What follows belongs to an exercise in optimizing a design on an open flow for small area, a short achievable clock period and few clock cycles per item; a production flow would make more cautious choices. Only simulation tests tie the RTL to the original design; equivalence was not proved.

==> design.v <==
package w2rgb_pkg;
  localparam int unsigned IN_FRAC_BITS     = 4;
  localparam int unsigned OUT_BITS         = 8;
  localparam int unsigned GAMMA_TABLE_BITS = 10;
  localparam int unsigned IN_W = 14;
  localparam int unsigned     Q_W   = 17;
  localparam logic [Q_W-1:0] ONE_Q = 17'h10000;
  localparam int unsigned RAMP_NUM_W = 23;
  localparam int unsigned RAMP_SHIFT = 30;
  localparam int unsigned RECIP_W    = 26;
  localparam logic [RECIP_W-1:0] RECIP_60 =
    RECIP_W'(((64'd1 << RAMP_SHIFT) + 64'd59) / 64'd60);
  localparam logic [RECIP_W-1:0] RECIP_50 =
    RECIP_W'(((64'd1 << RAMP_SHIFT) + 64'd49) / 64'd50);
  localparam logic [RECIP_W-1:0] RECIP_20 =
    RECIP_W'(((64'd1 << RAMP_SHIFT) + 64'd19) / 64'd20);
  localparam logic [RECIP_W-1:0] RECIP_70 =
    RECIP_W'(((64'd1 << RAMP_SHIFT) + 64'd69) / 64'd70);
  localparam logic [RECIP_W-1:0] RECIP_65 =
    RECIP_W'(((64'd1 << RAMP_SHIFT) + 64'd64) / 64'd65);
  localparam int unsigned     FACT_Y_FRAC = 8;
  localparam int unsigned     FACT_Y_W    = 15;
  localparam int unsigned     FACT_A_W    = 30;
  localparam int unsigned     FACT_U_W    = 19;
  localparam int unsigned     FACT_SHIFT_HI = 12;
  localparam int unsigned     FACT_SHIFT_LO = 11;
  localparam logic [15:0]     FACT_SLOPE    = 16'd45875;
  localparam logic [Q_W-1:0]  FACT_BASE     = 17'd19661;
  localparam int unsigned          DIV5_SHIFT = 22;
  localparam int unsigned          DIV5_W     = 20;
  localparam logic [DIV5_W-1:0]    DIV5_RECIP =
    DIV5_W'(((64'd1 << DIV5_SHIFT) + 64'd4) / 64'd5);
  localparam int unsigned NUM_CH   = 3;
  localparam int unsigned CH_RED   = 0;
  localparam int unsigned CH_GREEN = 1;
  localparam int unsigned CH_BLUE  = 2;
  typedef enum logic [2:0] {
    BAND_VIOLET,   
    BAND_BLUE,     
    BAND_CYAN,     
    BAND_GREEN,    
    BAND_YELLOW,   
    BAND_RED       
  } band_e;
  function automatic logic [RECIP_W-1:0] ramp_recip(logic [2:0] band);
    logic [RECIP_W-1:0] recip;
    unique case (band)
      3'd0: recip = RECIP_60;
      3'd1:   recip = RECIP_50;
      3'd2:   recip = RECIP_20;
      3'd3:  recip = RECIP_70;
      3'd4: recip = RECIP_65;
      default:     recip = '0;
    endcase
    ramp_recip = recip;
  endfunction
endpackage
module w2rgb_gamma_rom (
  input  logic [10:0] idx_i,
  output logic [7:0]  val_o
);
  always_comb begin
    unique case (idx_i)
      11'd0: val_o = 8'd0;
      11'd1: val_o = 8'd1;
      11'd2: val_o = 8'd2;
      11'd3: val_o = 8'd2;
      11'd4: val_o = 8'd3;
      11'd5: val_o = 8'd4;
      11'd6: val_o = 8'd4;
      11'd7: val_o = 8'd5;
      11'd8: val_o = 8'd5;
      11'd9: val_o = 8'd6;
      11'd10: val_o = 8'd6;
      11'd11: val_o = 8'd7;
      11'd12: val_o = 8'd7;
      11'd13: val_o = 8'd8;
      11'd14: val_o = 8'd8;
      11'd15: val_o = 8'd9;
      11'd16: val_o = 8'd9;
      11'd17: val_o = 8'd10;
      11'd18: val_o = 8'd10;
      11'd19: val_o = 8'd11;
      11'd20: val_o = 8'd11;
      11'd21: val_o = 8'd11;
      11'd22: val_o = 8'd12;
      11'd23: val_o = 8'd12;
      11'd24: val_o = 8'd13;
      11'd25: val_o = 8'd13;
      11'd26: val_o = 8'd13;
      11'd27: val_o = 8'd14;
      11'd28: val_o = 8'd14;
      11'd29: val_o = 8'd15;
      11'd30: val_o = 8'd15;
      11'd31: val_o = 8'd16;
      11'd32: val_o = 8'd16;
      11'd33: val_o = 8'd16;
      11'd34: val_o = 8'd17;
      11'd35: val_o = 8'd17;
      11'd36: val_o = 8'd18;
      11'd37: val_o = 8'd18;
      11'd38: val_o = 8'd18;
      11'd39: val_o = 8'd19;
      11'd40: val_o = 8'd19;
      11'd41: val_o = 8'd19;
      11'd42: val_o = 8'd20;
      11'd43: val_o = 8'd20;
      11'd44: val_o = 8'd21;
      11'd45: val_o = 8'd21;
      11'd46: val_o = 8'd21;
      11'd47: val_o = 8'd22;
      11'd48: val_o = 8'd22;
      11'd49: val_o = 8'd22;
      11'd50: val_o = 8'd23;
      11'd51: val_o = 8'd23;
      11'd52: val_o = 8'd24;
      11'd53: val_o = 8'd24;
      11'd54: val_o = 8'd24;
      11'd55: val_o = 8'd25;
      11'd56: val_o = 8'd25;
      11'd57: val_o = 8'd25;
      11'd58: val_o = 8'd26;
      11'd59: val_o = 8'd26;
      11'd60: val_o = 8'd26;
      11'd61: val_o = 8'd27;
      11'd62: val_o = 8'd27;
      11'd63: val_o = 8'd27;
      11'd64: val_o = 8'd28;
      11'd65: val_o = 8'd28;
      11'd66: val_o = 8'd28;
      11'd67: val_o = 8'd29;
      11'd68: val_o = 8'd29;
      11'd69: val_o = 8'd29;
      11'd70: val_o = 8'd30;
      11'd71: val_o = 8'd30;
      11'd72: val_o = 8'd30;
      11'd73: val_o = 8'd31;
      11'd74: val_o = 8'd31;
      11'd75: val_o = 8'd32;
      11'd76: val_o = 8'd32;
      11'd77: val_o = 8'd32;
      11'd78: val_o = 8'd33;
      11'd79: val_o = 8'd33;
      11'd80: val_o = 8'd33;
      11'd81: val_o = 8'd34;
      11'd82: val_o = 8'd34;
      11'd83: val_o = 8'd34;
      11'd84: val_o = 8'd34;
      11'd85: val_o = 8'd35;
      11'd86: val_o = 8'd35;
      11'd87: val_o = 8'd35;
      11'd88: val_o = 8'd36;
      11'd89: val_o = 8'd36;
      11'd90: val_o = 8'd36;
      11'd91: val_o = 8'd37;
      11'd92: val_o = 8'd37;
      11'd93: val_o = 8'd37;
      11'd94: val_o = 8'd38;
      11'd95: val_o = 8'd38;
      11'd96: val_o = 8'd38;
      11'd97: val_o = 8'd39;
      11'd98: val_o = 8'd39;
      11'd99: val_o = 8'd39;
      11'd100: val_o = 8'd40;
      11'd101: val_o = 8'd40;
      11'd102: val_o = 8'd40;
      11'd103: val_o = 8'd41;
      11'd104: val_o = 8'd41;
      11'd105: val_o = 8'd41;
      11'd106: val_o = 8'd42;
      11'd107: val_o = 8'd42;
      11'd108: val_o = 8'd42;
      11'd109: val_o = 8'd42;
      11'd110: val_o = 8'd43;
      11'd111: val_o = 8'd43;
      11'd112: val_o = 8'd43;
      11'd113: val_o = 8'd44;
      11'd114: val_o = 8'd44;
      11'd115: val_o = 8'd44;
      11'd116: val_o = 8'd45;
      11'd117: val_o = 8'd45;
      11'd118: val_o = 8'd45;
      11'd119: val_o = 8'd46;
      11'd120: val_o = 8'd46;
      11'd121: val_o = 8'd46;
      11'd122: val_o = 8'd46;
      11'd123: val_o = 8'd47;
      11'd124: val_o = 8'd47;
      11'd125: val_o = 8'd47;
      11'd126: val_o = 8'd48;
      11'd127: val_o = 8'd48;
      11'd128: val_o = 8'd48;
      11'd129: val_o = 8'd49;
      11'd130: val_o = 8'd49;
      11'd131: val_o = 8'd49;
      11'd132: val_o = 8'd50;
      11'd133: val_o = 8'd50;
      11'd134: val_o = 8'd50;
      11'd135: val_o = 8'd50;
      11'd136: val_o = 8'd51;
      11'd137: val_o = 8'd51;
      11'd138: val_o = 8'd51;
      11'd139: val_o = 8'd52;
      11'd140: val_o = 8'd52;
      11'd141: val_o = 8'd52;
      11'd142: val_o = 8'd52;
      11'd143: val_o = 8'd53;
      11'd144: val_o = 8'd53;
      11'd145: val_o = 8'd53;
      11'd146: val_o = 8'd54;
      11'd147: val_o = 8'd54;
      11'd148: val_o = 8'd54;
      11'd149: val_o = 8'd55;
      11'd150: val_o = 8'd55;
      11'd151: val_o = 8'd55;
      11'd152: val_o = 8'd55;
      11'd153: val_o = 8'd56;
      11'd154: val_o = 8'd56;
      11'd155: val_o = 8'd56;
      11'd156: val_o = 8'd57;
      11'd157: val_o = 8'd57;
      11'd158: val_o = 8'd57;
      11'd159: val_o = 8'd57;
      11'd160: val_o = 8'd58;
      11'd161: val_o = 8'd58;
      11'd162: val_o = 8'd58;
      11'd163: val_o = 8'd59;
      11'd164: val_o = 8'd59;
      11'd165: val_o = 8'd59;
      11'd166: val_o = 8'd59;
      11'd167: val_o = 8'd60;
      11'd168: val_o = 8'd60;
      11'd169: val_o = 8'd60;
      11'd170: val_o = 8'd61;
      11'd171: val_o = 8'd61;
      11'd172: val_o = 8'd61;
      11'd173: val_o = 8'd61;
      11'd174: val_o = 8'd62;
      11'd175: val_o = 8'd62;
      11'd176: val_o = 8'd62;
      11'd177: val_o = 8'd63;
      11'd178: val_o = 8'd63;
      11'd179: val_o = 8'd63;
      11'd180: val_o = 8'd63;
      11'd181: val_o = 8'd64;
      11'd182: val_o = 8'd64;
      11'd183: val_o = 8'd64;
      11'd184: val_o = 8'd65;
      11'd185: val_o = 8'd65;
      11'd186: val_o = 8'd65;
      11'd187: val_o = 8'd65;
      11'd188: val_o = 8'd66;
      11'd189: val_o = 8'd66;
      11'd190: val_o = 8'd66;
      11'd191: val_o = 8'd67;
      11'd192: val_o = 8'd67;
      11'd193: val_o = 8'd67;
      11'd194: val_o = 8'd67;
      11'd195: val_o = 8'd68;
      11'd196: val_o = 8'd68;
      11'd197: val_o = 8'd68;
      11'd198: val_o = 8'd68;
      11'd199: val_o = 8'd69;
      11'd200: val_o = 8'd69;
      11'd201: val_o = 8'd69;
      11'd202: val_o = 8'd70;
      11'd203: val_o = 8'd70;
      11'd204: val_o = 8'd70;
      11'd205: val_o = 8'd70;
      11'd206: val_o = 8'd71;
      11'd207: val_o = 8'd71;
      11'd208: val_o = 8'd71;
      11'd209: val_o = 8'd72;
      11'd210: val_o = 8'd72;
      11'd211: val_o = 8'd72;
      11'd212: val_o = 8'd72;
      11'd213: val_o = 8'd73;
      11'd214: val_o = 8'd73;
      11'd215: val_o = 8'd73;
      11'd216: val_o = 8'd73;
      11'd217: val_o = 8'd74;
      11'd218: val_o = 8'd74;
      11'd219: val_o = 8'd74;
      11'd220: val_o = 8'd75;
      11'd221: val_o = 8'd75;
      11'd222: val_o = 8'd75;
      11'd223: val_o = 8'd75;
      11'd224: val_o = 8'd76;
      11'd225: val_o = 8'd76;
      11'd226: val_o = 8'd76;
      11'd227: val_o = 8'd76;
      11'd228: val_o = 8'd77;
      11'd229: val_o = 8'd77;
      11'd230: val_o = 8'd77;
      11'd231: val_o = 8'd77;
      11'd232: val_o = 8'd78;
      11'd233: val_o = 8'd78;
      11'd234: val_o = 8'd78;
      11'd235: val_o = 8'd79;
      11'd236: val_o = 8'd79;
      11'd237: val_o = 8'd79;
      11'd238: val_o = 8'd79;
      11'd239: val_o = 8'd80;
      11'd240: val_o = 8'd80;
      11'd241: val_o = 8'd80;
      11'd242: val_o = 8'd80;
      11'd243: val_o = 8'd81;
      11'd244: val_o = 8'd81;
      11'd245: val_o = 8'd81;
      11'd246: val_o = 8'd81;
      11'd247: val_o = 8'd82;
      11'd248: val_o = 8'd82;
      11'd249: val_o = 8'd82;
      11'd250: val_o = 8'd83;
      11'd251: val_o = 8'd83;
      11'd252: val_o = 8'd83;
      11'd253: val_o = 8'd83;
      11'd254: val_o = 8'd84;
      11'd255: val_o = 8'd84;
      11'd256: val_o = 8'd84;
      11'd257: val_o = 8'd84;
      11'd258: val_o = 8'd85;
      11'd259: val_o = 8'd85;
      11'd260: val_o = 8'd85;
      11'd261: val_o = 8'd85;
      11'd262: val_o = 8'd86;
      11'd263: val_o = 8'd86;
      11'd264: val_o = 8'd86;
      11'd265: val_o = 8'd86;
      11'd266: val_o = 8'd87;
      11'd267: val_o = 8'd87;
      11'd268: val_o = 8'd87;
      11'd269: val_o = 8'd88;
      11'd270: val_o = 8'd88;
      11'd271: val_o = 8'd88;
      11'd272: val_o = 8'd88;
      11'd273: val_o = 8'd89;
      11'd274: val_o = 8'd89;
      11'd275: val_o = 8'd89;
      11'd276: val_o = 8'd89;
      11'd277: val_o = 8'd90;
      11'd278: val_o = 8'd90;
      11'd279: val_o = 8'd90;
      11'd280: val_o = 8'd90;
      11'd281: val_o = 8'd91;
      11'd282: val_o = 8'd91;
      11'd283: val_o = 8'd91;
      11'd284: val_o = 8'd91;
      11'd285: val_o = 8'd92;
      11'd286: val_o = 8'd92;
      11'd287: val_o = 8'd92;
      11'd288: val_o = 8'd92;
      11'd289: val_o = 8'd93;
      11'd290: val_o = 8'd93;
      11'd291: val_o = 8'd93;
      11'd292: val_o = 8'd93;
      11'd293: val_o = 8'd94;
      11'd294: val_o = 8'd94;
      11'd295: val_o = 8'd94;
      11'd296: val_o = 8'd94;
      11'd297: val_o = 8'd95;
      11'd298: val_o = 8'd95;
      11'd299: val_o = 8'd95;
      11'd300: val_o = 8'd95;
      11'd301: val_o = 8'd96;
      11'd302: val_o = 8'd96;
      11'd303: val_o = 8'd96;
      11'd304: val_o = 8'd97;
      11'd305: val_o = 8'd97;
      11'd306: val_o = 8'd97;
      11'd307: val_o = 8'd97;
      11'd308: val_o = 8'd98;
      11'd309: val_o = 8'd98;
      11'd310: val_o = 8'd98;
      11'd311: val_o = 8'd98;
      11'd312: val_o = 8'd99;
      11'd313: val_o = 8'd99;
      11'd314: val_o = 8'd99;
      11'd315: val_o = 8'd99;
      11'd316: val_o = 8'd100;
      11'd317: val_o = 8'd100;
      11'd318: val_o = 8'd100;
      11'd319: val_o = 8'd100;
      11'd320: val_o = 8'd101;
      11'd321: val_o = 8'd101;
      11'd322: val_o = 8'd101;
      11'd323: val_o = 8'd101;
      11'd324: val_o = 8'd102;
      11'd325: val_o = 8'd102;
      11'd326: val_o = 8'd102;
      11'd327: val_o = 8'd102;
      11'd328: val_o = 8'd103;
      11'd329: val_o = 8'd103;
      11'd330: val_o = 8'd103;
      11'd331: val_o = 8'd103;
      11'd332: val_o = 8'd104;
      11'd333: val_o = 8'd104;
      11'd334: val_o = 8'd104;
      11'd335: val_o = 8'd104;
      11'd336: val_o = 8'd105;
      11'd337: val_o = 8'd105;
      11'd338: val_o = 8'd105;
      11'd339: val_o = 8'd105;
      11'd340: val_o = 8'd106;
      11'd341: val_o = 8'd106;
      11'd342: val_o = 8'd106;
      11'd343: val_o = 8'd106;
      11'd344: val_o = 8'd107;
      11'd345: val_o = 8'd107;
      11'd346: val_o = 8'd107;
      11'd347: val_o = 8'd107;
      11'd348: val_o = 8'd108;
      11'd349: val_o = 8'd108;
      11'd350: val_o = 8'd108;
      11'd351: val_o = 8'd108;
      11'd352: val_o = 8'd109;
      11'd353: val_o = 8'd109;
      11'd354: val_o = 8'd109;
      11'd355: val_o = 8'd109;
      11'd356: val_o = 8'd110;
      11'd357: val_o = 8'd110;
      11'd358: val_o = 8'd110;
      11'd359: val_o = 8'd110;
      11'd360: val_o = 8'd110;
      11'd361: val_o = 8'd111;
      11'd362: val_o = 8'd111;
      11'd363: val_o = 8'd111;
      11'd364: val_o = 8'd111;
      11'd365: val_o = 8'd112;
      11'd366: val_o = 8'd112;
      11'd367: val_o = 8'd112;
      11'd368: val_o = 8'd112;
      11'd369: val_o = 8'd113;
      11'd370: val_o = 8'd113;
      11'd371: val_o = 8'd113;
      11'd372: val_o = 8'd113;
      11'd373: val_o = 8'd114;
      11'd374: val_o = 8'd114;
      11'd375: val_o = 8'd114;
      11'd376: val_o = 8'd114;
      11'd377: val_o = 8'd115;
      11'd378: val_o = 8'd115;
      11'd379: val_o = 8'd115;
      11'd380: val_o = 8'd115;
      11'd381: val_o = 8'd116;
      11'd382: val_o = 8'd116;
      11'd383: val_o = 8'd116;
      11'd384: val_o = 8'd116;
      11'd385: val_o = 8'd117;
      11'd386: val_o = 8'd117;
      11'd387: val_o = 8'd117;
      11'd388: val_o = 8'd117;
      11'd389: val_o = 8'd118;
      11'd390: val_o = 8'd118;
      11'd391: val_o = 8'd118;
      11'd392: val_o = 8'd118;
      11'd393: val_o = 8'd119;
      11'd394: val_o = 8'd119;
      11'd395: val_o = 8'd119;
      11'd396: val_o = 8'd119;
      11'd397: val_o = 8'd119;
      11'd398: val_o = 8'd120;
      11'd399: val_o = 8'd120;
      11'd400: val_o = 8'd120;
      11'd401: val_o = 8'd120;
      11'd402: val_o = 8'd121;
      11'd403: val_o = 8'd121;
      11'd404: val_o = 8'd121;
      11'd405: val_o = 8'd121;
      11'd406: val_o = 8'd122;
      11'd407: val_o = 8'd122;
      11'd408: val_o = 8'd122;
      11'd409: val_o = 8'd122;
      11'd410: val_o = 8'd123;
      11'd411: val_o = 8'd123;
      11'd412: val_o = 8'd123;
      11'd413: val_o = 8'd123;
      11'd414: val_o = 8'd124;
      11'd415: val_o = 8'd124;
      11'd416: val_o = 8'd124;
      11'd417: val_o = 8'd124;
      11'd418: val_o = 8'd125;
      11'd419: val_o = 8'd125;
      11'd420: val_o = 8'd125;
      11'd421: val_o = 8'd125;
      11'd422: val_o = 8'd125;
      11'd423: val_o = 8'd126;
      11'd424: val_o = 8'd126;
      11'd425: val_o = 8'd126;
      11'd426: val_o = 8'd126;
      11'd427: val_o = 8'd127;
      11'd428: val_o = 8'd127;
      11'd429: val_o = 8'd127;
      11'd430: val_o = 8'd127;
      11'd431: val_o = 8'd128;
      11'd432: val_o = 8'd128;
      11'd433: val_o = 8'd128;
      11'd434: val_o = 8'd128;
      11'd435: val_o = 8'd129;
      11'd436: val_o = 8'd129;
      11'd437: val_o = 8'd129;
      11'd438: val_o = 8'd129;
      11'd439: val_o = 8'd130;
      11'd440: val_o = 8'd130;
      11'd441: val_o = 8'd130;
      11'd442: val_o = 8'd130;
      11'd443: val_o = 8'd130;
      11'd444: val_o = 8'd131;
      11'd445: val_o = 8'd131;
      11'd446: val_o = 8'd131;
      11'd447: val_o = 8'd131;
      11'd448: val_o = 8'd132;
      11'd449: val_o = 8'd132;
      11'd450: val_o = 8'd132;
      11'd451: val_o = 8'd132;
      11'd452: val_o = 8'd133;
      11'd453: val_o = 8'd133;
      11'd454: val_o = 8'd133;
      11'd455: val_o = 8'd133;
      11'd456: val_o = 8'd133;
      11'd457: val_o = 8'd134;
      11'd458: val_o = 8'd134;
      11'd459: val_o = 8'd134;
      11'd460: val_o = 8'd134;
      11'd461: val_o = 8'd135;
      11'd462: val_o = 8'd135;
      11'd463: val_o = 8'd135;
      11'd464: val_o = 8'd135;
      11'd465: val_o = 8'd136;
      11'd466: val_o = 8'd136;
      11'd467: val_o = 8'd136;
      11'd468: val_o = 8'd136;
      11'd469: val_o = 8'd137;
      11'd470: val_o = 8'd137;
      11'd471: val_o = 8'd137;
      11'd472: val_o = 8'd137;
      11'd473: val_o = 8'd137;
      11'd474: val_o = 8'd138;
      11'd475: val_o = 8'd138;
      11'd476: val_o = 8'd138;
      11'd477: val_o = 8'd138;
      11'd478: val_o = 8'd139;
      11'd479: val_o = 8'd139;
      11'd480: val_o = 8'd139;
      11'd481: val_o = 8'd139;
      11'd482: val_o = 8'd140;
      11'd483: val_o = 8'd140;
      11'd484: val_o = 8'd140;
      11'd485: val_o = 8'd140;
      11'd486: val_o = 8'd140;
      11'd487: val_o = 8'd141;
      11'd488: val_o = 8'd141;
      11'd489: val_o = 8'd141;
      11'd490: val_o = 8'd141;
      11'd491: val_o = 8'd142;
      11'd492: val_o = 8'd142;
      11'd493: val_o = 8'd142;
      11'd494: val_o = 8'd142;
      11'd495: val_o = 8'd143;
      11'd496: val_o = 8'd143;
      11'd497: val_o = 8'd143;
      11'd498: val_o = 8'd143;
      11'd499: val_o = 8'd143;
      11'd500: val_o = 8'd144;
      11'd501: val_o = 8'd144;
      11'd502: val_o = 8'd144;
      11'd503: val_o = 8'd144;
      11'd504: val_o = 8'd145;
      11'd505: val_o = 8'd145;
      11'd506: val_o = 8'd145;
      11'd507: val_o = 8'd145;
      11'd508: val_o = 8'd146;
      11'd509: val_o = 8'd146;
      11'd510: val_o = 8'd146;
      11'd511: val_o = 8'd146;
      11'd512: val_o = 8'd146;
      11'd513: val_o = 8'd147;
      11'd514: val_o = 8'd147;
      11'd515: val_o = 8'd147;
      11'd516: val_o = 8'd147;
      11'd517: val_o = 8'd148;
      11'd518: val_o = 8'd148;
      11'd519: val_o = 8'd148;
      11'd520: val_o = 8'd148;
      11'd521: val_o = 8'd149;
      11'd522: val_o = 8'd149;
      11'd523: val_o = 8'd149;
      11'd524: val_o = 8'd149;
      11'd525: val_o = 8'd149;
      11'd526: val_o = 8'd150;
      11'd527: val_o = 8'd150;
      11'd528: val_o = 8'd150;
      11'd529: val_o = 8'd150;
      11'd530: val_o = 8'd151;
      11'd531: val_o = 8'd151;
      11'd532: val_o = 8'd151;
      11'd533: val_o = 8'd151;
      11'd534: val_o = 8'd151;
      11'd535: val_o = 8'd152;
      11'd536: val_o = 8'd152;
      11'd537: val_o = 8'd152;
      11'd538: val_o = 8'd152;
      11'd539: val_o = 8'd153;
      11'd540: val_o = 8'd153;
      11'd541: val_o = 8'd153;
      11'd542: val_o = 8'd153;
      11'd543: val_o = 8'd154;
      11'd544: val_o = 8'd154;
      11'd545: val_o = 8'd154;
      11'd546: val_o = 8'd154;
      11'd547: val_o = 8'd154;
      11'd548: val_o = 8'd155;
      11'd549: val_o = 8'd155;
      11'd550: val_o = 8'd155;
      11'd551: val_o = 8'd155;
      11'd552: val_o = 8'd156;
      11'd553: val_o = 8'd156;
      11'd554: val_o = 8'd156;
      11'd555: val_o = 8'd156;
      11'd556: val_o = 8'd156;
      11'd557: val_o = 8'd157;
      11'd558: val_o = 8'd157;
      11'd559: val_o = 8'd157;
      11'd560: val_o = 8'd157;
      11'd561: val_o = 8'd158;
      11'd562: val_o = 8'd158;
      11'd563: val_o = 8'd158;
      11'd564: val_o = 8'd158;
      11'd565: val_o = 8'd158;
      11'd566: val_o = 8'd159;
      11'd567: val_o = 8'd159;
      11'd568: val_o = 8'd159;
      11'd569: val_o = 8'd159;
      11'd570: val_o = 8'd160;
      11'd571: val_o = 8'd160;
      11'd572: val_o = 8'd160;
      11'd573: val_o = 8'd160;
      11'd574: val_o = 8'd160;
      11'd575: val_o = 8'd161;
      11'd576: val_o = 8'd161;
      11'd577: val_o = 8'd161;
      11'd578: val_o = 8'd161;
      11'd579: val_o = 8'd162;
      11'd580: val_o = 8'd162;
      11'd581: val_o = 8'd162;
      11'd582: val_o = 8'd162;
      11'd583: val_o = 8'd162;
      11'd584: val_o = 8'd163;
      11'd585: val_o = 8'd163;
      11'd586: val_o = 8'd163;
      11'd587: val_o = 8'd163;
      11'd588: val_o = 8'd164;
      11'd589: val_o = 8'd164;
      11'd590: val_o = 8'd164;
      11'd591: val_o = 8'd164;
      11'd592: val_o = 8'd164;
      11'd593: val_o = 8'd165;
      11'd594: val_o = 8'd165;
      11'd595: val_o = 8'd165;
      11'd596: val_o = 8'd165;
      11'd597: val_o = 8'd166;
      11'd598: val_o = 8'd166;
      11'd599: val_o = 8'd166;
      11'd600: val_o = 8'd166;
      11'd601: val_o = 8'd166;
      11'd602: val_o = 8'd167;
      11'd603: val_o = 8'd167;
      11'd604: val_o = 8'd167;
      11'd605: val_o = 8'd167;
      11'd606: val_o = 8'd168;
      11'd607: val_o = 8'd168;
      11'd608: val_o = 8'd168;
      11'd609: val_o = 8'd168;
      11'd610: val_o = 8'd168;
      11'd611: val_o = 8'd169;
      11'd612: val_o = 8'd169;
      11'd613: val_o = 8'd169;
      11'd614: val_o = 8'd169;
      11'd615: val_o = 8'd170;
      11'd616: val_o = 8'd170;
      11'd617: val_o = 8'd170;
      11'd618: val_o = 8'd170;
      11'd619: val_o = 8'd170;
      11'd620: val_o = 8'd171;
      11'd621: val_o = 8'd171;
      11'd622: val_o = 8'd171;
      11'd623: val_o = 8'd171;
      11'd624: val_o = 8'd172;
      11'd625: val_o = 8'd172;
      11'd626: val_o = 8'd172;
      11'd627: val_o = 8'd172;
      11'd628: val_o = 8'd172;
      11'd629: val_o = 8'd173;
      11'd630: val_o = 8'd173;
      11'd631: val_o = 8'd173;
      11'd632: val_o = 8'd173;
      11'd633: val_o = 8'd174;
      11'd634: val_o = 8'd174;
      11'd635: val_o = 8'd174;
      11'd636: val_o = 8'd174;
      11'd637: val_o = 8'd174;
      11'd638: val_o = 8'd175;
      11'd639: val_o = 8'd175;
      11'd640: val_o = 8'd175;
      11'd641: val_o = 8'd175;
      11'd642: val_o = 8'd176;
      11'd643: val_o = 8'd176;
      11'd644: val_o = 8'd176;
      11'd645: val_o = 8'd176;
      11'd646: val_o = 8'd176;
      11'd647: val_o = 8'd177;
      11'd648: val_o = 8'd177;
      11'd649: val_o = 8'd177;
      11'd650: val_o = 8'd177;
      11'd651: val_o = 8'd177;
      11'd652: val_o = 8'd178;
      11'd653: val_o = 8'd178;
      11'd654: val_o = 8'd178;
      11'd655: val_o = 8'd178;
      11'd656: val_o = 8'd179;
      11'd657: val_o = 8'd179;
      11'd658: val_o = 8'd179;
      11'd659: val_o = 8'd179;
      11'd660: val_o = 8'd179;
      11'd661: val_o = 8'd180;
      11'd662: val_o = 8'd180;
      11'd663: val_o = 8'd180;
      11'd664: val_o = 8'd180;
      11'd665: val_o = 8'd181;
      11'd666: val_o = 8'd181;
      11'd667: val_o = 8'd181;
      11'd668: val_o = 8'd181;
      11'd669: val_o = 8'd181;
      11'd670: val_o = 8'd182;
      11'd671: val_o = 8'd182;
      11'd672: val_o = 8'd182;
      11'd673: val_o = 8'd182;
      11'd674: val_o = 8'd182;
      11'd675: val_o = 8'd183;
      11'd676: val_o = 8'd183;
      11'd677: val_o = 8'd183;
      11'd678: val_o = 8'd183;
      11'd679: val_o = 8'd184;
      11'd680: val_o = 8'd184;
      11'd681: val_o = 8'd184;
      11'd682: val_o = 8'd184;
      11'd683: val_o = 8'd184;
      11'd684: val_o = 8'd185;
      11'd685: val_o = 8'd185;
      11'd686: val_o = 8'd185;
      11'd687: val_o = 8'd185;
      11'd688: val_o = 8'd186;
      11'd689: val_o = 8'd186;
      11'd690: val_o = 8'd186;
      11'd691: val_o = 8'd186;
      11'd692: val_o = 8'd186;
      11'd693: val_o = 8'd187;
      11'd694: val_o = 8'd187;
      11'd695: val_o = 8'd187;
      11'd696: val_o = 8'd187;
      11'd697: val_o = 8'd187;
      11'd698: val_o = 8'd188;
      11'd699: val_o = 8'd188;
      11'd700: val_o = 8'd188;
      11'd701: val_o = 8'd188;
      11'd702: val_o = 8'd189;
      11'd703: val_o = 8'd189;
      11'd704: val_o = 8'd189;
      11'd705: val_o = 8'd189;
      11'd706: val_o = 8'd189;
      11'd707: val_o = 8'd190;
      11'd708: val_o = 8'd190;
      11'd709: val_o = 8'd190;
      11'd710: val_o = 8'd190;
      11'd711: val_o = 8'd190;
      11'd712: val_o = 8'd191;
      11'd713: val_o = 8'd191;
      11'd714: val_o = 8'd191;
      11'd715: val_o = 8'd191;
      11'd716: val_o = 8'd192;
      11'd717: val_o = 8'd192;
      11'd718: val_o = 8'd192;
      11'd719: val_o = 8'd192;
      11'd720: val_o = 8'd192;
      11'd721: val_o = 8'd193;
      11'd722: val_o = 8'd193;
      11'd723: val_o = 8'd193;
      11'd724: val_o = 8'd193;
      11'd725: val_o = 8'd193;
      11'd726: val_o = 8'd194;
      11'd727: val_o = 8'd194;
      11'd728: val_o = 8'd194;
      11'd729: val_o = 8'd194;
      11'd730: val_o = 8'd195;
      11'd731: val_o = 8'd195;
      11'd732: val_o = 8'd195;
      11'd733: val_o = 8'd195;
      11'd734: val_o = 8'd195;
      11'd735: val_o = 8'd196;
      11'd736: val_o = 8'd196;
      11'd737: val_o = 8'd196;
      11'd738: val_o = 8'd196;
      11'd739: val_o = 8'd196;
      11'd740: val_o = 8'd197;
      11'd741: val_o = 8'd197;
      11'd742: val_o = 8'd197;
      11'd743: val_o = 8'd197;
      11'd744: val_o = 8'd197;
      11'd745: val_o = 8'd198;
      11'd746: val_o = 8'd198;
      11'd747: val_o = 8'd198;
      11'd748: val_o = 8'd198;
      11'd749: val_o = 8'd199;
      11'd750: val_o = 8'd199;
      11'd751: val_o = 8'd199;
      11'd752: val_o = 8'd199;
      11'd753: val_o = 8'd199;
      11'd754: val_o = 8'd200;
      11'd755: val_o = 8'd200;
      11'd756: val_o = 8'd200;
      11'd757: val_o = 8'd200;
      11'd758: val_o = 8'd200;
      11'd759: val_o = 8'd201;
      11'd760: val_o = 8'd201;
      11'd761: val_o = 8'd201;
      11'd762: val_o = 8'd201;
      11'd763: val_o = 8'd202;
      11'd764: val_o = 8'd202;
      11'd765: val_o = 8'd202;
      11'd766: val_o = 8'd202;
      11'd767: val_o = 8'd202;
      11'd768: val_o = 8'd203;
      11'd769: val_o = 8'd203;
      11'd770: val_o = 8'd203;
      11'd771: val_o = 8'd203;
      11'd772: val_o = 8'd203;
      11'd773: val_o = 8'd204;
      11'd774: val_o = 8'd204;
      11'd775: val_o = 8'd204;
      11'd776: val_o = 8'd204;
      11'd777: val_o = 8'd204;
      11'd778: val_o = 8'd205;
      11'd779: val_o = 8'd205;
      11'd780: val_o = 8'd205;
      11'd781: val_o = 8'd205;
      11'd782: val_o = 8'd206;
      11'd783: val_o = 8'd206;
      11'd784: val_o = 8'd206;
      11'd785: val_o = 8'd206;
      11'd786: val_o = 8'd206;
      11'd787: val_o = 8'd207;
      11'd788: val_o = 8'd207;
      11'd789: val_o = 8'd207;
      11'd790: val_o = 8'd207;
      11'd791: val_o = 8'd207;
      11'd792: val_o = 8'd208;
      11'd793: val_o = 8'd208;
      11'd794: val_o = 8'd208;
      11'd795: val_o = 8'd208;
      11'd796: val_o = 8'd208;
      11'd797: val_o = 8'd209;
      11'd798: val_o = 8'd209;
      11'd799: val_o = 8'd209;
      11'd800: val_o = 8'd209;
      11'd801: val_o = 8'd210;
      11'd802: val_o = 8'd210;
      11'd803: val_o = 8'd210;
      11'd804: val_o = 8'd210;
      11'd805: val_o = 8'd210;
      11'd806: val_o = 8'd211;
      11'd807: val_o = 8'd211;
      11'd808: val_o = 8'd211;
      11'd809: val_o = 8'd211;
      11'd810: val_o = 8'd211;
      11'd811: val_o = 8'd212;
      11'd812: val_o = 8'd212;
      11'd813: val_o = 8'd212;
      11'd814: val_o = 8'd212;
      11'd815: val_o = 8'd212;
      11'd816: val_o = 8'd213;
      11'd817: val_o = 8'd213;
      11'd818: val_o = 8'd213;
      11'd819: val_o = 8'd213;
      11'd820: val_o = 8'd213;
      11'd821: val_o = 8'd214;
      11'd822: val_o = 8'd214;
      11'd823: val_o = 8'd214;
      11'd824: val_o = 8'd214;
      11'd825: val_o = 8'd215;
      11'd826: val_o = 8'd215;
      11'd827: val_o = 8'd215;
      11'd828: val_o = 8'd215;
      11'd829: val_o = 8'd215;
      11'd830: val_o = 8'd216;
      11'd831: val_o = 8'd216;
      11'd832: val_o = 8'd216;
      11'd833: val_o = 8'd216;
      11'd834: val_o = 8'd216;
      11'd835: val_o = 8'd217;
      11'd836: val_o = 8'd217;
      11'd837: val_o = 8'd217;
      11'd838: val_o = 8'd217;
      11'd839: val_o = 8'd217;
      11'd840: val_o = 8'd218;
      11'd841: val_o = 8'd218;
      11'd842: val_o = 8'd218;
      11'd843: val_o = 8'd218;
      11'd844: val_o = 8'd218;
      11'd845: val_o = 8'd219;
      11'd846: val_o = 8'd219;
      11'd847: val_o = 8'd219;
      11'd848: val_o = 8'd219;
      11'd849: val_o = 8'd219;
      11'd850: val_o = 8'd220;
      11'd851: val_o = 8'd220;
      11'd852: val_o = 8'd220;
      11'd853: val_o = 8'd220;
      11'd854: val_o = 8'd221;
      11'd855: val_o = 8'd221;
      11'd856: val_o = 8'd221;
      11'd857: val_o = 8'd221;
      11'd858: val_o = 8'd221;
      11'd859: val_o = 8'd222;
      11'd860: val_o = 8'd222;
      11'd861: val_o = 8'd222;
      11'd862: val_o = 8'd222;
      11'd863: val_o = 8'd222;
      11'd864: val_o = 8'd223;
      11'd865: val_o = 8'd223;
      11'd866: val_o = 8'd223;
      11'd867: val_o = 8'd223;
      11'd868: val_o = 8'd223;
      11'd869: val_o = 8'd224;
      11'd870: val_o = 8'd224;
      11'd871: val_o = 8'd224;
      11'd872: val_o = 8'd224;
      11'd873: val_o = 8'd224;
      11'd874: val_o = 8'd225;
      11'd875: val_o = 8'd225;
      11'd876: val_o = 8'd225;
      11'd877: val_o = 8'd225;
      11'd878: val_o = 8'd225;
      11'd879: val_o = 8'd226;
      11'd880: val_o = 8'd226;
      11'd881: val_o = 8'd226;
      11'd882: val_o = 8'd226;
      11'd883: val_o = 8'd227;
      11'd884: val_o = 8'd227;
      11'd885: val_o = 8'd227;
      11'd886: val_o = 8'd227;
      11'd887: val_o = 8'd227;
      11'd888: val_o = 8'd228;
      11'd889: val_o = 8'd228;
      11'd890: val_o = 8'd228;
      11'd891: val_o = 8'd228;
      11'd892: val_o = 8'd228;
      11'd893: val_o = 8'd229;
      11'd894: val_o = 8'd229;
      11'd895: val_o = 8'd229;
      11'd896: val_o = 8'd229;
      11'd897: val_o = 8'd229;
      11'd898: val_o = 8'd230;
      11'd899: val_o = 8'd230;
      11'd900: val_o = 8'd230;
      11'd901: val_o = 8'd230;
      11'd902: val_o = 8'd230;
      11'd903: val_o = 8'd231;
      11'd904: val_o = 8'd231;
      11'd905: val_o = 8'd231;
      11'd906: val_o = 8'd231;
      11'd907: val_o = 8'd231;
      11'd908: val_o = 8'd232;
      11'd909: val_o = 8'd232;
      11'd910: val_o = 8'd232;
      11'd911: val_o = 8'd232;
      11'd912: val_o = 8'd232;
      11'd913: val_o = 8'd233;
      11'd914: val_o = 8'd233;
      11'd915: val_o = 8'd233;
      11'd916: val_o = 8'd233;
      11'd917: val_o = 8'd233;
      11'd918: val_o = 8'd234;
      11'd919: val_o = 8'd234;
      11'd920: val_o = 8'd234;
      11'd921: val_o = 8'd234;
      11'd922: val_o = 8'd234;
      11'd923: val_o = 8'd235;
      11'd924: val_o = 8'd235;
      11'd925: val_o = 8'd235;
      11'd926: val_o = 8'd235;
      11'd927: val_o = 8'd235;
      11'd928: val_o = 8'd236;
      11'd929: val_o = 8'd236;
      11'd930: val_o = 8'd236;
      11'd931: val_o = 8'd236;
      11'd932: val_o = 8'd237;
      11'd933: val_o = 8'd237;
      11'd934: val_o = 8'd237;
      11'd935: val_o = 8'd237;
      11'd936: val_o = 8'd237;
      11'd937: val_o = 8'd238;
      11'd938: val_o = 8'd238;
      11'd939: val_o = 8'd238;
      11'd940: val_o = 8'd238;
      11'd941: val_o = 8'd238;
      11'd942: val_o = 8'd239;
      11'd943: val_o = 8'd239;
      11'd944: val_o = 8'd239;
      11'd945: val_o = 8'd239;
      11'd946: val_o = 8'd239;
      11'd947: val_o = 8'd240;
      11'd948: val_o = 8'd240;
      11'd949: val_o = 8'd240;
      11'd950: val_o = 8'd240;
      11'd951: val_o = 8'd240;
      11'd952: val_o = 8'd241;
      11'd953: val_o = 8'd241;
      11'd954: val_o = 8'd241;
      11'd955: val_o = 8'd241;
      11'd956: val_o = 8'd241;
      11'd957: val_o = 8'd242;
      11'd958: val_o = 8'd242;
      11'd959: val_o = 8'd242;
      11'd960: val_o = 8'd242;
      11'd961: val_o = 8'd242;
      11'd962: val_o = 8'd243;
      11'd963: val_o = 8'd243;
      11'd964: val_o = 8'd243;
      11'd965: val_o = 8'd243;
      11'd966: val_o = 8'd243;
      11'd967: val_o = 8'd244;
      11'd968: val_o = 8'd244;
      11'd969: val_o = 8'd244;
      11'd970: val_o = 8'd244;
      11'd971: val_o = 8'd244;
      11'd972: val_o = 8'd245;
      11'd973: val_o = 8'd245;
      11'd974: val_o = 8'd245;
      11'd975: val_o = 8'd245;
      11'd976: val_o = 8'd245;
      11'd977: val_o = 8'd246;
      11'd978: val_o = 8'd246;
      11'd979: val_o = 8'd246;
      11'd980: val_o = 8'd246;
      11'd981: val_o = 8'd246;
      11'd982: val_o = 8'd247;
      11'd983: val_o = 8'd247;
      11'd984: val_o = 8'd247;
      11'd985: val_o = 8'd247;
      11'd986: val_o = 8'd247;
      11'd987: val_o = 8'd248;
      11'd988: val_o = 8'd248;
      11'd989: val_o = 8'd248;
      11'd990: val_o = 8'd248;
      11'd991: val_o = 8'd248;
      11'd992: val_o = 8'd249;
      11'd993: val_o = 8'd249;
      11'd994: val_o = 8'd249;
      11'd995: val_o = 8'd249;
      11'd996: val_o = 8'd249;
      11'd997: val_o = 8'd250;
      11'd998: val_o = 8'd250;
      11'd999: val_o = 8'd250;
      11'd1000: val_o = 8'd250;
      11'd1001: val_o = 8'd250;
      11'd1002: val_o = 8'd251;
      11'd1003: val_o = 8'd251;
      11'd1004: val_o = 8'd251;
      11'd1005: val_o = 8'd251;
      11'd1006: val_o = 8'd251;
      11'd1007: val_o = 8'd252;
      11'd1008: val_o = 8'd252;
      11'd1009: val_o = 8'd252;
      11'd1010: val_o = 8'd252;
      11'd1011: val_o = 8'd252;
      11'd1012: val_o = 8'd253;
      11'd1013: val_o = 8'd253;
      11'd1014: val_o = 8'd253;
      11'd1015: val_o = 8'd253;
      11'd1016: val_o = 8'd253;
      11'd1017: val_o = 8'd254;
      11'd1018: val_o = 8'd254;
      11'd1019: val_o = 8'd254;
      11'd1020: val_o = 8'd254;
      11'd1021: val_o = 8'd254;
      11'd1022: val_o = 8'd255;
      11'd1023: val_o = 8'd255;
      11'd1024: val_o = 8'd255;
      default: val_o = 8'd255;
    endcase
  end
endmodule
module wavelength_to_rgb_core #(
  parameter int unsigned IN_FRAC_BITS     = w2rgb_pkg::IN_FRAC_BITS,
  parameter int unsigned OUT_BITS         = w2rgb_pkg::OUT_BITS,
  parameter int unsigned GAMMA_TABLE_BITS = w2rgb_pkg::GAMMA_TABLE_BITS
) (
  input  logic                     clk_i,
  input  logic                     rst_ni,
  input  logic                     in_valid_i,
  output logic                     in_ready_o,
  input  logic [w2rgb_pkg::IN_W-1:0] wavelength_i,
  output logic                     out_valid_o,
  input  logic                     out_ready_i,
  output logic [OUT_BITS-1:0]      red_o,
  output logic [OUT_BITS-1:0]      green_o,
  output logic [OUT_BITS-1:0]      blue_o
);
  localparam int unsigned STAGES = 7;
  localparam int unsigned Q_W    = w2rgb_pkg::Q_W;
  localparam int unsigned NCH    = w2rgb_pkg::NUM_CH;
  localparam int unsigned NUM_W  = w2rgb_pkg::RAMP_NUM_W;
  localparam int unsigned REC_W  = w2rgb_pkg::RECIP_W;
  localparam int unsigned YW     = w2rgb_pkg::FACT_Y_W;
  localparam int unsigned AW     = w2rgb_pkg::FACT_A_W;
  localparam int unsigned UW     = w2rgb_pkg::FACT_U_W;
  localparam int unsigned D5W    = w2rgb_pkg::DIV5_W;
  localparam int unsigned PW     = 2 * Q_W - 1;
  localparam int unsigned WC = $clog2((780 << IN_FRAC_BITS) + 1);
  localparam int unsigned WX = (WC > w2rgb_pkg::IN_W) ? WC : w2rgb_pkg::IN_W;
  localparam logic [WC-1:0] W380 = WC'(380 << IN_FRAC_BITS);
  localparam logic [WC-1:0] W420 = WC'(420 << IN_FRAC_BITS);
  localparam logic [WC-1:0] W440 = WC'(440 << IN_FRAC_BITS);
  localparam logic [WC-1:0] W490 = WC'(490 << IN_FRAC_BITS);
  localparam logic [WC-1:0] W510 = WC'(510 << IN_FRAC_BITS);
  localparam logic [WC-1:0] W580 = WC'(580 << IN_FRAC_BITS);
  localparam logic [WC-1:0] W645 = WC'(645 << IN_FRAC_BITS);
  localparam logic [WC-1:0] W700 = WC'(700 << IN_FRAC_BITS);
  localparam logic [WC-1:0] W780 = WC'(780 << IN_FRAC_BITS);
  localparam int unsigned  GN        = 1 << GAMMA_TABLE_BITS;
  localparam int unsigned  IW        = GAMMA_TABLE_BITS + 1;
  localparam logic [PW-1:0] ROUND_ADD =
    PW'((64'd1 << 15) + (64'd1 << (31 - GAMMA_TABLE_BITS)));
  logic [STAGES-1:0] v_q;
  logic [STAGES-1:0] v_d;
  logic [STAGES:0]   adv;
  assign adv[STAGES] = out_ready_i;
  for (genvar gs = 0; gs < STAGES; gs++) begin : g_adv
    assign adv[gs] = ~v_q[gs] | adv[gs+1];
  end
  assign v_d[0] = adv[0] ? in_valid_i : v_q[0];
  for (genvar gv = 1; gv < STAGES; gv++) begin : g_valid
    assign v_d[gv] = adv[gv] ? v_q[gv-1] : v_q[gv];
  end
  always_ff @(posedge clk_i or negedge rst_ni) begin
    if (!rst_ni) begin
      v_q <= '0;
    end else begin
      v_q <= v_d;
    end
  end
  assign in_ready_o  = adv[0];
  assign out_valid_o = v_q[STAGES-1];
  logic [WX-1:0]        w_ext;
  logic [WC-1:0]        w_clamp;
  logic [WC-1:0]        ramp_dist;
  logic [WC-1:0]        fall_dist;
  w2rgb_pkg::band_e     s1_band_d;
  logic                 s1_hi_d;
  logic                 s1_lo_d;
  always_comb begin
    w_ext = WX'(wavelength_i);
    if (w_ext < WX'(W380)) begin
      w_clamp = W380;
    end else if (w_ext > WX'(W780)) begin
      w_clamp = W780;
    end else begin
      w_clamp = WC'(w_ext);
    end
    if (w_clamp < W440) begin
      s1_band_d = w2rgb_pkg::BAND_VIOLET;
      ramp_dist = W440 - w_clamp;
    end else if (w_clamp < W490) begin
      s1_band_d = w2rgb_pkg::BAND_BLUE;
      ramp_dist = w_clamp - W440;
    end else if (w_clamp < W510) begin
      s1_band_d = w2rgb_pkg::BAND_CYAN;
      ramp_dist = W510 - w_clamp;
    end else if (w_clamp < W580) begin
      s1_band_d = w2rgb_pkg::BAND_GREEN;
      ramp_dist = w_clamp - W510;
    end else if (w_clamp < W645) begin
      s1_band_d = w2rgb_pkg::BAND_YELLOW;
      ramp_dist = W645 - w_clamp;
    end else begin
      s1_band_d = w2rgb_pkg::BAND_RED;
      ramp_dist = '0;
    end
    s1_hi_d   = w_clamp > W700;
    s1_lo_d   = w_clamp < W420;
    fall_dist = s1_hi_d ? (W780 - w_clamp) : (w_clamp - W380);
  end
  w2rgb_pkg::band_e  s1_band_q;
  logic [NUM_W-1:0]  s1_num_q;
  logic              s1_hi_q;
  logic              s1_lo_q;
  logic [YW-1:0]     s1_y_q;
  always_ff @(posedge clk_i) begin
    if (adv[0]) begin
      s1_band_q <= s1_band_d;
      s1_num_q  <= NUM_W'(ramp_dist) << (16 - IN_FRAC_BITS);
      s1_hi_q   <= s1_hi_d;
      s1_lo_q   <= s1_lo_d;
      s1_y_q    <= YW'(fall_dist) << (w2rgb_pkg::FACT_Y_FRAC - IN_FRAC_BITS);
    end
  end
  logic [NUM_W+REC_W-1:0] ramp_prod;
  logic [AW-1:0]          fact_num;
  always_comb begin
    ramp_prod = {{REC_W{1'b0}}, s1_num_q}
              * {{NUM_W{1'b0}}, w2rgb_pkg::ramp_recip(s1_band_q)};
    fact_num  = AW'(s1_y_q) * AW'(w2rgb_pkg::FACT_SLOPE);
  end
  w2rgb_pkg::band_e  s2_band_q;
  logic [Q_W-1:0]    s2_ratio_q;
  logic              s2_hi_q;
  logic              s2_lo_q;
  logic [AW-1:0]     s2_a_q;
  always_ff @(posedge clk_i) begin
    if (adv[1]) begin
      s2_band_q  <= s1_band_q;
      s2_ratio_q <= ramp_prod[w2rgb_pkg::RAMP_SHIFT+Q_W-1:w2rgb_pkg::RAMP_SHIFT];
      s2_hi_q    <= s1_hi_q;
      s2_lo_q    <= s1_lo_q;
      s2_a_q     <= fact_num;
    end
  end
  logic [NCH-1:0][Q_W-1:0] s3_ch_d;
  logic [UW-1:0]      fact_u;
  logic [UW+D5W-1:0]  div5_prod;
  always_comb begin
    s3_ch_d[w2rgb_pkg::CH_RED]   = '0;
    s3_ch_d[w2rgb_pkg::CH_GREEN] = '0;
    s3_ch_d[w2rgb_pkg::CH_BLUE]  = '0;
    unique case (s2_band_q)
      w2rgb_pkg::BAND_VIOLET: begin
        s3_ch_d[w2rgb_pkg::CH_RED]  = s2_ratio_q;
        s3_ch_d[w2rgb_pkg::CH_BLUE] = w2rgb_pkg::ONE_Q;
      end
      w2rgb_pkg::BAND_BLUE: begin
        s3_ch_d[w2rgb_pkg::CH_GREEN] = s2_ratio_q;
        s3_ch_d[w2rgb_pkg::CH_BLUE]  = w2rgb_pkg::ONE_Q;
      end
      w2rgb_pkg::BAND_CYAN: begin
        s3_ch_d[w2rgb_pkg::CH_GREEN] = w2rgb_pkg::ONE_Q;
        s3_ch_d[w2rgb_pkg::CH_BLUE]  = s2_ratio_q;
      end
      w2rgb_pkg::BAND_GREEN: begin
        s3_ch_d[w2rgb_pkg::CH_RED]   = s2_ratio_q;
        s3_ch_d[w2rgb_pkg::CH_GREEN] = w2rgb_pkg::ONE_Q;
      end
      w2rgb_pkg::BAND_YELLOW: begin
        s3_ch_d[w2rgb_pkg::CH_RED]   = w2rgb_pkg::ONE_Q;
        s3_ch_d[w2rgb_pkg::CH_GREEN] = s2_ratio_q;
      end
      w2rgb_pkg::BAND_RED: begin
        s3_ch_d[w2rgb_pkg::CH_RED] = w2rgb_pkg::ONE_Q;
      end
      default: begin
        s3_ch_d[w2rgb_pkg::CH_RED] = '0;
      end
    endcase
    fact_u    = s2_hi_q ? UW'(s2_a_q >> w2rgb_pkg::FACT_SHIFT_HI)
                        : UW'(s2_a_q >> w2rgb_pkg::FACT_SHIFT_LO);
    div5_prod = {{D5W{1'b0}}, fact_u} * {{UW{1'b0}}, w2rgb_pkg::DIV5_RECIP};
  end
  logic [NCH-1:0][Q_W-1:0] s3_ch_q;
  logic [Q_W-1:0] s3_q_q;
  logic           s3_fall_q;
  always_ff @(posedge clk_i) begin
    if (adv[2]) begin
      s3_ch_q   <= s3_ch_d;
      s3_q_q    <= div5_prod[w2rgb_pkg::DIV5_SHIFT+Q_W-1:w2rgb_pkg::DIV5_SHIFT];
      s3_fall_q <= s2_hi_q | s2_lo_q;
    end
  end
  logic [NCH-1:0][Q_W-1:0] s4_ch_q;
  logic [Q_W-1:0] s4_fact_q;
  always_ff @(posedge clk_i) begin
    if (adv[3]) begin
      s4_ch_q   <= s3_ch_q;
      s4_fact_q <= s3_fall_q ? (w2rgb_pkg::FACT_BASE + s3_q_q) : w2rgb_pkg::ONE_Q;
    end
  end
  logic [NCH-1:0][2*Q_W-1:0] shade_prod;
  logic [NCH-1:0][PW-1:0] s5_prod_q;
  always_comb begin
    for (int c = 0; c < NCH; c++) begin
      shade_prod[c] = {{Q_W{1'b0}}, s4_ch_q[c]} * {{Q_W{1'b0}}, s4_fact_q};
    end
  end
  always_ff @(posedge clk_i) begin
    if (adv[4]) begin
      for (int c = 0; c < NCH; c++) begin
        s5_prod_q[c] <= shade_prod[c][PW-1:0];
      end
    end
  end
  logic [NCH-1:0][PW-1:0] idx_sum;
  logic [NCH-1:0][IW-1:0] s6_idx_q;
  always_comb begin
    for (int c = 0; c < NCH; c++) begin
      idx_sum[c] = s5_prod_q[c] + ROUND_ADD;
    end
  end
  always_ff @(posedge clk_i) begin
    if (adv[5]) begin
      for (int c = 0; c < NCH; c++) begin
        s6_idx_q[c] <= idx_sum[c][PW-1:PW-IW];
      end
    end
  end
  logic [OUT_BITS-1:0] gamma_r;
  logic [OUT_BITS-1:0] gamma_g;
  logic [OUT_BITS-1:0] gamma_b;
  w2rgb_gamma_rom i_gamma_r (.idx_i(s6_idx_q[w2rgb_pkg::CH_RED]),   .val_o(gamma_r));
  w2rgb_gamma_rom i_gamma_g (.idx_i(s6_idx_q[w2rgb_pkg::CH_GREEN]), .val_o(gamma_g));
  w2rgb_gamma_rom i_gamma_b (.idx_i(s6_idx_q[w2rgb_pkg::CH_BLUE]),  .val_o(gamma_b));
  logic [OUT_BITS-1:0] red_q;
  logic [OUT_BITS-1:0] green_q;
  logic [OUT_BITS-1:0] blue_q;
  always_ff @(posedge clk_i) begin
    if (adv[6]) begin
      red_q   <= gamma_r;
      green_q <= gamma_g;
      blue_q  <= gamma_b;
    end
  end
  assign red_o   = red_q;
  assign green_o = green_q;
  assign blue_o  = blue_q;
endmodule
==> run.sh <==
#!/bin/bash
# synth_recipe.tcl (not shown) runs the flow's synth.tcl, then flattens the netlist and writes it again
# the make line also repeats each setting of config.mk as NAME=value (left out here)
make -C /OpenROAD-flow-scripts/flow DESIGN_CONFIG=/design/flow/config.mk WORK_HOME=/design/flow/orfs CLKGATE_MAP_FILE= SYNTH_SCRIPT=/design/flow/synth_recipe.tcl finish
==> config.mk <==
export PLATFORM = sky130hd
export DESIGN_NAME = wavelength_to_rgb_core
export DESIGN_NICKNAME = wavelength_to_rgb_core
export VERILOG_FILES = /design/flow/design.v
export SDC_FILE = /design/flow/constraint.sdc
export NUM_CORES = 4
export LEC_CHECK = 0
export CAP_MARGIN = 20
export CORE_MARGIN = 2
export CORE_UTILIZATION = 40
export SLEW_MARGIN = 20
export SYNTH_MEMORY_MAX_BITS = 32768
==> constraint.sdc <==
create_clock -name core_clock -period 7.0 [get_ports {clk_i}]
set_input_delay 1.4000 -clock core_clock [delete_from_list [all_inputs] [get_ports {clk_i}]]
set_output_delay 1.4000 -clock core_clock [all_outputs]
set_load 0.01 [all_outputs]
==> run summary <==
sequential cells by signal (all words and copies together), names as in the netlist, 11 cells and up:
| name | flops |
|---|---|
| s1_num_q | 11 |
| s1_y_q | 11 |
| s2_a_q | 19 |
| s2_ratio_q | 17 |
| s3_ch_q | 51 |
| s3_q_q | 17 |
| s4_ch_q | 51 |
| s4_fact_q | 17 |
| s5_prod_q | 54 |
| s6_idx_q | 33 |
worst reg2reg max path: cells and delay by family (launching register included):
family | cells | cell delay, ns
adder cells (fa/ha/maj) | 6 | 2.78
AO/OA/AOI/OAI | 8 | 1.72
AND/OR/NAND/NOR | 5 | 1.08
flip-flops | 1 | 0.48
buffers and inverters | 3 | 0.27
XOR/XNOR | 1 | 0.13
routing by layer:
layer / up-vias / GRT usage / part of all wire
li1: 22800 / - / -
met3: 268 / 0.0231 / 0.061
met5: - / 0 / 0
met1: 24500 / 0.291 / 0.43
met2: 1716 / 0.364 / 0.48
met4: 0 / 0.0598 / 0.026
worst paths after layout:
path                                                 start                       end  depth (start not counted)  slack [ns]
worst max-delay path            s1_band_q[1]$_SDFFCE_PP0P_  s2_ratio_q[12]$_DFFE_PP_                         23        0.29
worst min-delay path                  s3_ch_q[8]$_DFFE_PP_      s4_ch_q[8]$_DFFE_PP_                          0        0.41
worst max register to register  s1_band_q[1]$_SDFFCE_PP0P_  s2_ratio_q[12]$_DFFE_PP_                         23        0.29
worst min register to register        s3_ch_q[8]$_DFFE_PP_      s4_ch_q[8]$_DFFE_PP_                          0        0.41
max in group asynchronous                           rst_ni        v_q[3]$_DFFE_PN0P_                          1        5.37
min in group asynchronous                           rst_ni        v_q[6]$_DFFE_PN0P_                          1        1.17
cell usage in the layout, fill, tap and decap left out, types with 14 or more instances in the layout:
cell             count
fa_1               985
a211o_1             14
o21a_1              26
a21oi_1            292
mux4_2              20
xor2_1              52
nor3_1              68
and3_1              30
edfxtp_1           316
a221oi_1            35
and2_1             416
ha_1               664
mux2i_1             33
xnor2_1            122
or2_2               35
a21o_1              50
mux2_2              15
a31oi_1             63
nand2b_1            52
nand4_1             25
o211ai_1            72
o311ai_0            22
o221ai_1            20
nor2b_1             48
buf_4              185
nor2_1             356
a21boi_0            18
o22ai_1             26
clkbuf_16           45
clkdlybuf4s50_1     43
a211oi_1            58
o21ai_0            299
nand2_1            913
inv_1             1260
o31ai_1             18
buf_12              18
nand3_1             79
kinds of logic (layout without fill, tap and decap cells):
family | count (synthesis) | after routing | share of synthesized area
and+or+nand+nor | 2080 | 2080 | 0.153
buffers and inverters | 1664 | 1598 | 0.0992
adders and majority gates | 1650 | 1650 | 0.441
AOI/OAI and AO/OA | 1149 | 1149 | 0.116
DFF | 323 | 323 | 0.152
xor gates and xnor gates | 174 | 174 | 0.0240
muxes | 68 | 68 | 0.0149
metrics by stage:
step | hold WS, ns | TNS (ns) | util
after detailed placement | 0.405 | -0.0624 | 0.422
after global routing | 0.411 | -0.0189 | 0.432
after floorplan | 0.400 | 0 | -
after global placement | 0.401 | 0 | 0.422
final | 0.406 | 0 | 0.432
after CTS | 0.399 | 0 | 0.431
what timing repair did:
| action | 4_1_cts | 5_1_grt |
|---|---|---|
| gates cloned | 0 | 2 |
| buffers inserted | 3 | 16 |
| endpoints found under the setup margin | 1 | 18 |
| resized for setup | 0 | 7 |
area by class of cell:
class	count	area share
clock inverters	32	0.00520
clock buffers	46	0.0159
well taps	2072	0.0379
multi-input cells	5121	0.697
inverters	1272	0.0698
repair buffers	248	0.0326
flip-flops and latches	323	0.141
==> metrics.csv <==
stage,metric,value,unit
die,die_y,403,um
sta,timing.final.setup_violations,0,
global_routing,maximum_number_of_pins_on_one_net_before_global_route_repair,98,
sta,finalMaxSlewViolations,0,
route,drcViolationCount,0,
place,dpl.cell_count,9015,
sta,post_layout_worst_setup_margin,0.291,ns
finish,area_of_the_multi_input_gates,47700,um2
clock_tree,cts_tree,done,
global_routing,first_pass_grt_wire_length,280,mm
clock_tree,cts_sinks,323,
run,max_cap_viol_count,0,
hold_path,min-delay-path-class,register to register,
place,globalplace.congestion,0.947,
finish,design.final.nets,8676,
route,routed_via_count,49300,
worst_setup_path,critical_path_cell_by_cell,nor2_1 -> and2_1 -> nand2b_1 -> and2_1 -> fa_1 -> fa_1 -> fa_1 -> fa_1 -> inv_1 -> fa_1 -> inv_1 -> ha_1 -> a21o_1 -> a21oi_1 -> o211ai_1 -> o211ai_1 -> a41oi_1 -> buf_4 -> o21ai_0 -> nand2b_1 -> a221o_1 -> a21o_1 -> xor2_1,
logic_synthesis,ys_async_sr_fraction,0.0217,
die,fp.dieW,403,um
worst_setup_path,worst-path-max-fanout,6,
logic_synthesis,synth-seq-area-share,0.152,
finish,layout.area.seq,9660,um2
logic_synthesis,dominantRegCellSynth,edfxtp_1,
worst_setup_path,endpoint_kind,register,
route,detail_route.iter0.violations,3949,
sta,period_share,0.958,
sta,tightest_slew,0.977,ns
logic_synthesis,synth.cell_area,63600,um2
clock_tree,clkSlewWorstSetupHoldPaths,0.06,ns
clock_tree,clk_root_buffer_cell,clkbuf_16,
global_routing,grt_pass1_vias,51400,
worst_setup_path,cp_top_family,adder cells,
global_routing,antenna_violations_before_repair,0,
logic_synthesis,synth_warnings,2,
clock_tree,cts_max_path_buffers,3,
logic_synthesis,syn_nets,8775,
clock_tree,h_tree_lvl_count,2,
worst_setup_path,crit_buf_inv,3,
finish,antennaDiodeCount,0,
worst_setup_path,cp_slowest_cell,fa_1,
logic_synthesis,synth.most_common_cell,inv_1,
clock_tree,cts-buffers-inserted,43,
route,route.final.wire_length,173,mm
route,routed_wl_per_cell,19.0,um
place,post-place-ws,-0.0624,ns
worst_setup_path,startpoint_type,register,
logic_synthesis,top_cell_types_by_occurrence_after_synthesis,"inv_1, fa_1, nand2_1",
worst_setup_path,path_class,register to register,
die,num_io_pins,44,
clock_tree,insertion_delay,0.63,ns
place,detailedPlacementHpwl,134,mm
place,io_buffers,43,
sta,clock_skew,0.0368,ns
run_status,outcome,timing/DRC/antenna clean,
sta,finalHoldViolCount,0,
route,ant_nets,0,
finish,post_layout_nonfiller_instances,9114,
finish,drive_gt1_frac,0.0552,
logic_synthesis,cell_type_with_the_largest_total_area_after_synthesis,fa_1,
worst_setup_path,arr_time_crit_path,7.06,ns
die,floorplan.core_area,158000,um2
die,placement_rows,146,
worst_setup_path,worst_path_largest_cell_delay,0.57,ns
sta,max_slew_headroom_at_the_worst_pin,0.348,
worst_setup_path,crit_path_frequent_cell,fa_1,
place,dpl_cell_area,66700,um2
route,firstDrtPassIters,8,
finish,layout.filler_cells,15500,
clock_tree,cts_hold_buf,0,
finish,layout.cell_area.non_filler,68400,um2
logic_synthesis,synth-edff-count,316,
global_routing,grt_util_all_layers,0.214,
logic_synthesis,ys_top_cells_by_area,"fa_1, edfxtp_1, ha_1, inv_1, nand2_1",
logic_synthesis,synthDistinctLibCells,102,
die,die_area,162000,um2
logic_synthesis,syn_area_per_cell,8.95,um2
logic_synthesis,postSynthRegisterBits,323,
worst_setup_path,worst-endpoint-required,7.35,ns
die,floorplan.initialDensity,0.402,
sta,finalWorstPathRequiredPeriod,6.71,ns
sta,clock.fmax,0.149,GHz
global_routing,grt_overflow,0,
logic_synthesis,synthDominantCellAreaShare,0.310,
finish,area_growth_syn_to_layout,7.51,%
route,avgViaCountPerCell,5.41,
logic_synthesis,post_synth_inst_count,7108,
Testbench counts, summed over its fixed seeds: cycles 24,056, items 24,000.

==> what the ideal ports hide <==
The flow's constraints put no driver on any port. The routed layout listed below was extracted and timed again, unchanged, in two steps. Step 1 (the two cells are an assumption about what drives the block):
set clk [get_ports {clk_i}]
set_driving_cell -lib_cell sky130_fd_sc_hd__clkbuf_16 $clk
set_driving_cell -lib_cell sky130_fd_sc_hd__buf_2 [delete_from_list [all_inputs] $clk]
Step 2 times the ports against the registers' clock, not the clock port: input delays grow and output delays shrink by t, the midpoint of the rising clock arrivals with the driver on. Slacks: no drivers / after step 1 / after step 2; pairs: no drivers / after step 1.
t, ns: 0.683
setup WS [ns]: 0.291 / 0.291 / 0.291
hold slack, ns: 0.406 / 0.406 / 0.406
latest minus earliest clock arrival (ns): 0.039 / 0.039
worst data-port slew with drivers (ns): 0.04
After both steps setup and hold are still met in this run. For this run, drivers alone change the setup slack by 0.000 ns; drivers and shift together by 0.000 ns.
